From an optimization exercise on the open Yosys and OpenROAD flow, aimed at small area, a short achievable clock period and few clock cycles per item; shortcuts taken in it are not production practice. RTL that was checked went through simulation tests only; none was proved equivalent to the original. Power is estimated from default activity; no workload was simulated.

Setup of rev 12:
// angle_to_cursor_calibrated_mapper_top
module angle_to_cursor_calibrated_mapper_top (
   input  logic        clock,
   input  logic        reset,
   input  logic        req_tvalid,
   output logic        req_tready,
   input  logic [23:0] req_tdata,    
   input  logic [2:0]  req_tuser,    
   output logic        rsp_tvalid,
   input  logic        rsp_tready,
   output logic [39:0] rsp_tdata,    
   output logic [0:0]  rsp_tuser,    
   input  logic        csr_we,
   input  logic [1:0]  csr_index,
   input  logic [13:0] csr_wdata
);
make LEC_CHECK=0 CAP_MARGIN=20 CORE_MARGIN=2 CORE_UTILIZATION=40 SETUP_SLACK_MARGIN=3.9 SLEW_MARGIN=20 SYNTH_HIERARCHICAL=1 TNS_END_PERCENT=20 finish   # period 7.5 ns
run.sh (not shown) runs the stock make flow with config.mk's settings and CLKGATE_MAP_FILE= SYNTH_SCRIPT=/design/flow/synth_recipe.tcl, a recipe that flattens the netlist after the stock synthesis.
Rev 12 finished every step from synthesis to the final layout, and the layout passed the timing, design-rule and antenna checks.
Testbench counts of rev 12, summed over its fixed seeds: cycles 2,512, items 2,400.
Here is what was changed in the inputs of rev 13 compared with rev 12.
Settings: changing SETUP_SLACK_MARGIN from 3.9 to 4; removing TNS_END_PERCENT (formerly 20); setting ABC_AREA to 1 for the first time.
[summary]
Delta (rev 13 minus rev 12): final design area excluding fillers rose about 6%; combinational power has increased; ratio of final minimum period to clock period now smaller; biggest cell delay along the critical path went up by 120 ps.
Floorplan core area is lower on rev 12
Compared with rev 12, total power in rev 13 increased by a few percent.
Measured against rev 12, the post-synthesis instance area of rev 13 comes out at 1.08 times the reference value.
Of the two values seen for termination of the worst setup path, req_tready was produced by rev 13 and u_queue.head_ff[12] by rev 12.
Across both runs, worst reg-to-reg path cell count was lower for rev 13 than for rev 12.

* * *

angle_to_cursor_calibrated_mapper_top again, from the RTL that the note above started with.
Design angle_to_cursor_calibrated_mapper_top, start of the top module:
module angle_to_cursor_calibrated_mapper_top (
   input  logic        clock,
   input  logic        reset,
   input  logic        req_tvalid,
   output logic        req_tready,
   input  logic [23:0] req_tdata,    
   input  logic [2:0]  req_tuser,    
   output logic        rsp_tvalid,
   input  logic        rsp_tready,
   output logic [39:0] rsp_tdata,    
   output logic [0:0]  rsp_tuser,    
   input  logic        csr_we,
   input  logic [1:0]  csr_index,
   input  logic [13:0] csr_wdata
);
clock: 7.5 ns
lec_check: 0
abc_area: 1
cap_margin: 20
core_margin: 2
core_utilization: 40
place_density: 0.72
setup_slack_margin: 4.3
slew_margin: 20
synth_hierarchical: 1
Testbench counts at the start, summed over its fixed seeds: cycles 2,512, items 2,400.
Rerun with:
ABC_AREA = not set   (was 1)
CORE_UTILIZATION = 55   (was 40)
PLACE_DENSITY = 0.8   (was 0.72)
SETUP_SLACK_MARGIN = 4   (was 4.3)
Die area came out lower by about 32%.
Worst hold slack is better by 0.019 ns.
Wire length is lower by about 5.5%.
Total power rose by 1.0%.
Sequential cell count does not change.
Combinational power climbs by about 4%.
Clock-buffer cell count falls by 4.
Worst setup slack degrades by 0.41 ns.
Sequential power hardly moves.
Critical path depth grows by 12.
Rerun with:
CAP_MARGIN = 0   (was 20)
CORE_UTILIZATION = 40   (was 55)
PLACE_DENSITY = not set   (was 0.8)
SLEW_MARGIN = 0   (was 20)
What happened: Fmax falls by 0.69%; setup slack loses 0.024 ns; total power rose by 0.53%; hold slack degrades by 0.0049 ns; cell count rose by 6.7%; first-iteration DRC count goes down by 16%; non-clock buffer count fell by 31; critical path depth stays the same; wire length increases by 0.77%; combinational power stays flat.
Rerun with:
ABC_AREA = 1   (was not set)
CAP_MARGIN = 20   (was 0)
SETUP_SLACK_MARGIN = 4.6   (was 4)
SLEW_MARGIN = 20   (was 0)
Result: Routed wire length is higher by about a fifth. Sequential power is about the same. Clock power is higher by roughly a tenth. Final area is higher by about a fifth. Worst hold slack gets worse by 0.015 ns. Register-to-register slack gets better by 0.48 ns. Via count is higher by a quarter to a third.

* * *

Starting RTL as in the previous note.
Settings: LEC_CHECK=0, CAP_MARGIN=20, CORE_MARGIN=2, CORE_UTILIZATION=40, SETUP_SLACK_MARGIN=5, SLEW_MARGIN=20, SYNTH_HIERARCHICAL=1; clock period 7.5 ns.
The baseline passed the timing, design-rule and antenna checks.
Testbench counts at the start, summed over its fixed seeds: cycles 2,512, items 2,400.
Then changed:
Settings changed: SETUP_SLACK_MARGIN 5 to 4.5.
Die area is unchanged. Global-route usage goes down by 0.18 points. Power fell by 0.78%. Design area went down by 1.9%.
Then changed:
Settings changed: ABC_AREA from default to 1, SETUP_SLACK_MARGIN 4.5 to 4.4.
Outcome:
- The changed run finished with timing, DRC and antenna clean
- power shrinks by about 15%
- final area shrinks by 2.6%
- non-clock buffer count shrinks by 358
- hold slack got worse by 0.027 ns
- global-route usage shrinks by 0.37 points
Then changed:
Settings changed: ABC_AREA 1 to default, CTS_BUF_LIST from default to sky130_fd_sc_hd__clkbuf_4 sky130_fd_sc_hd__clkbuf_8, SETUP_SLACK_MARGIN 4.4 to 4.
Non-clock buffer count goes down by 66.
Combinational power goes down by about 5%.
Clock power goes down by about 13%.
Cell area goes down by 7.0%.
Core utilization goes up by 0.23 points.
Sequential power is about the same.
Worst hold slack improves by 0.029 ns.
Global-route usage goes down by 1.1 points.
Then changed:
Settings changed: ABC_AREA from default to 1, CTS_BUF_LIST sky130_fd_sc_hd__clkbuf_4 sky130_fd_sc_hd__clkbuf_8 to default, SETUP_SLACK_MARGIN 4 to 5.
Utilization grows by 5.2 points.
Final area grows by 21%.
Critical path depth drops by 5.
Then changed:
Settings changed: ABC_AREA 1 to default, SETUP_SLACK_MARGIN 5 to 4.
Result:
- fmax drops by 14%
- worst setup slack loses 0.48 ns
- cell area came out lower by 17%
- clock power falls by 3.3%
- first-iteration DRC count went down by 21%
- area after synthesis went down by 7.1%

* * *

Another version of the RTL of angle_to_cursor_calibrated_mapper_top (not shown whole).
Size in the first run: roughly 9,600 cells after synthesis, roughly 0.079 mm² of cells after synthesis.
clock: 7.5 ns
lec_check: 0
abc_area: 1
cap_margin: 20
core_margin: 2
core_utilization: 40
setup_slack_margin: 4.0
slew_margin: 20
synth_hierarchical: 1
==> next run, changes <==
--- a/flow/config.mk
+++ b/flow/config.mk
@@ -6,9 +6,8 @@
 export NUM_CORES = 4
 export LEC_CHECK = 0
-export ABC_AREA = 1
 export CAP_MARGIN = 20
 export CORE_MARGIN = 2
 export CORE_UTILIZATION = 40
-export SETUP_SLACK_MARGIN = 4.0
+export SETUP_SLACK_MARGIN = 4
 export SLEW_MARGIN = 20
 export SYNTH_HIERARCHICAL = 1
What happened: The changed run finished with timing, DRC and antenna clean; maximum frequency fell by about 20%; design area fell by 7.5%; synthesized cell count fell by 37%; core utilization rose by 2.2 points; setup slack loses 0.89 ns; via count fell by 25%; worst hold slack loses 0.0086 ns; clock-buffer cell count fell by 23; routed wire length fell by 21%; power fell by 6.8%.
==> next run, changes <==
--- a/flow/config.mk
+++ b/flow/config.mk
@@ -6,8 +6,9 @@
 export NUM_CORES = 4
 export LEC_CHECK = 0
+export ABC_AREA = 1
 export CAP_MARGIN = 20
 export CORE_MARGIN = 2
 export CORE_UTILIZATION = 40
-export SETUP_SLACK_MARGIN = 4
+export SETUP_SLACK_MARGIN = 4.3
 export SLEW_MARGIN = 20
 export SYNTH_HIERARCHICAL = 1
Effect: Design area increases by about 17%; area after synthesis rose by about 13%; utilization grows by 1.4 points.
Function was not checked in any run of this note: the RTL went through the layout flow alone.

[static timing again, ports no longer ideal]
In the flow no input, the clock included, has a driving cell. The finished layouts below were timed again as built, in two steps. Step 1, drivers: a clkbuf_16 drives clock and a buf_2 each remaining input, both assumed. Step 2 also shifts input and output timing later by t, the mid clock arrival at the registers, as if the neighbouring blocks saw the same clock. Slacks: ideal ports / drivers / drivers and shift; pairs: ideal ports / drivers.
| run | shift t [ns] | setup slack, ns | hold slack, ns | worst slew at a driven data input, ns | pins driven straight from the clock port |
|---|---|---|---|---|---|
| rev 12 | 0.808 | 3.785 / 3.785 / 3.145 | 0.372 / 0.372 / 0.372 | 0.08 | 1 |
| rev 13 | 0.828 | 4.106 / 4.032 / 3.417 | 0.403 / 0.403 / 0.403 | 0.05 | 1 |
| the first run of note 2 | 0.850 | 4.393 / 4.298 / 3.664 | 0.385 / 0.385 / 0.385 | 0.13 | 1 |
| the second run of note 2 | 0.788 | 3.987 / 3.987 / 3.408 | 0.404 / 0.404 / 0.404 | 0.07 | 1 |
| the third run of note 2 | 0.813 | 3.962 / 3.962 / 3.334 | 0.399 / 0.399 / 0.399 | 0.07 | 1 |
| the fourth run of note 2 | 0.867 | 4.445 / 4.427 / 3.869 | 0.384 / 0.384 / 0.384 | 0.04 | 1 |
| the first run of note 3 | 0.820 | 3.896 / 3.896 / 3.896 | 0.405 / 0.405 / 0.405 | 0.13 | 1 |
| the second run of note 3 | 0.818 | 3.899 / 3.899 / 3.721 | 0.394 / 0.394 / 0.394 | 0.07 | 1 |
| the third run of note 3 | 0.825 | 4.426 / 4.426 / 3.661 | 0.367 / 0.367 / 0.367 | 0.06 | 1 |
| the fourth run of note 3 | 0.967 | 3.946 / 3.946 / 3.179 | 0.397 / 0.397 / 0.397 | 0.07 | 1 |
| the fifth run of note 3 | 0.859 | 4.465 / 4.415 / 4.237 | 0.384 / 0.384 / 0.384 | 0.06 | 1 |
| the sixth run of note 3 | 0.810 | 3.985 / 3.985 / 3.332 | 0.399 / 0.399 / 0.399 | 0.07 | 1 |
| the first run of note 4 | 0.835 | 4.118 / 4.118 / 3.488 | 0.379 / 0.379 / 0.379 | 0.05 | 1 |
| the second run of note 4 | 0.795 | 3.228 / 3.228 / 3.228 | 0.370 / 0.370 / 0.370 | 0.07 | 1 |
| the third run of note 4 | 0.840 | 4.256 / 4.256 / 3.682 | 0.382 / 0.382 / 0.382 | 0.05 | 1 |
After both steps setup and hold are still met in every run listed. For the fourth run of note 3, which loses most, drivers alone change the setup slack by 0.000 ns; drivers and shift together by -0.767 ns.
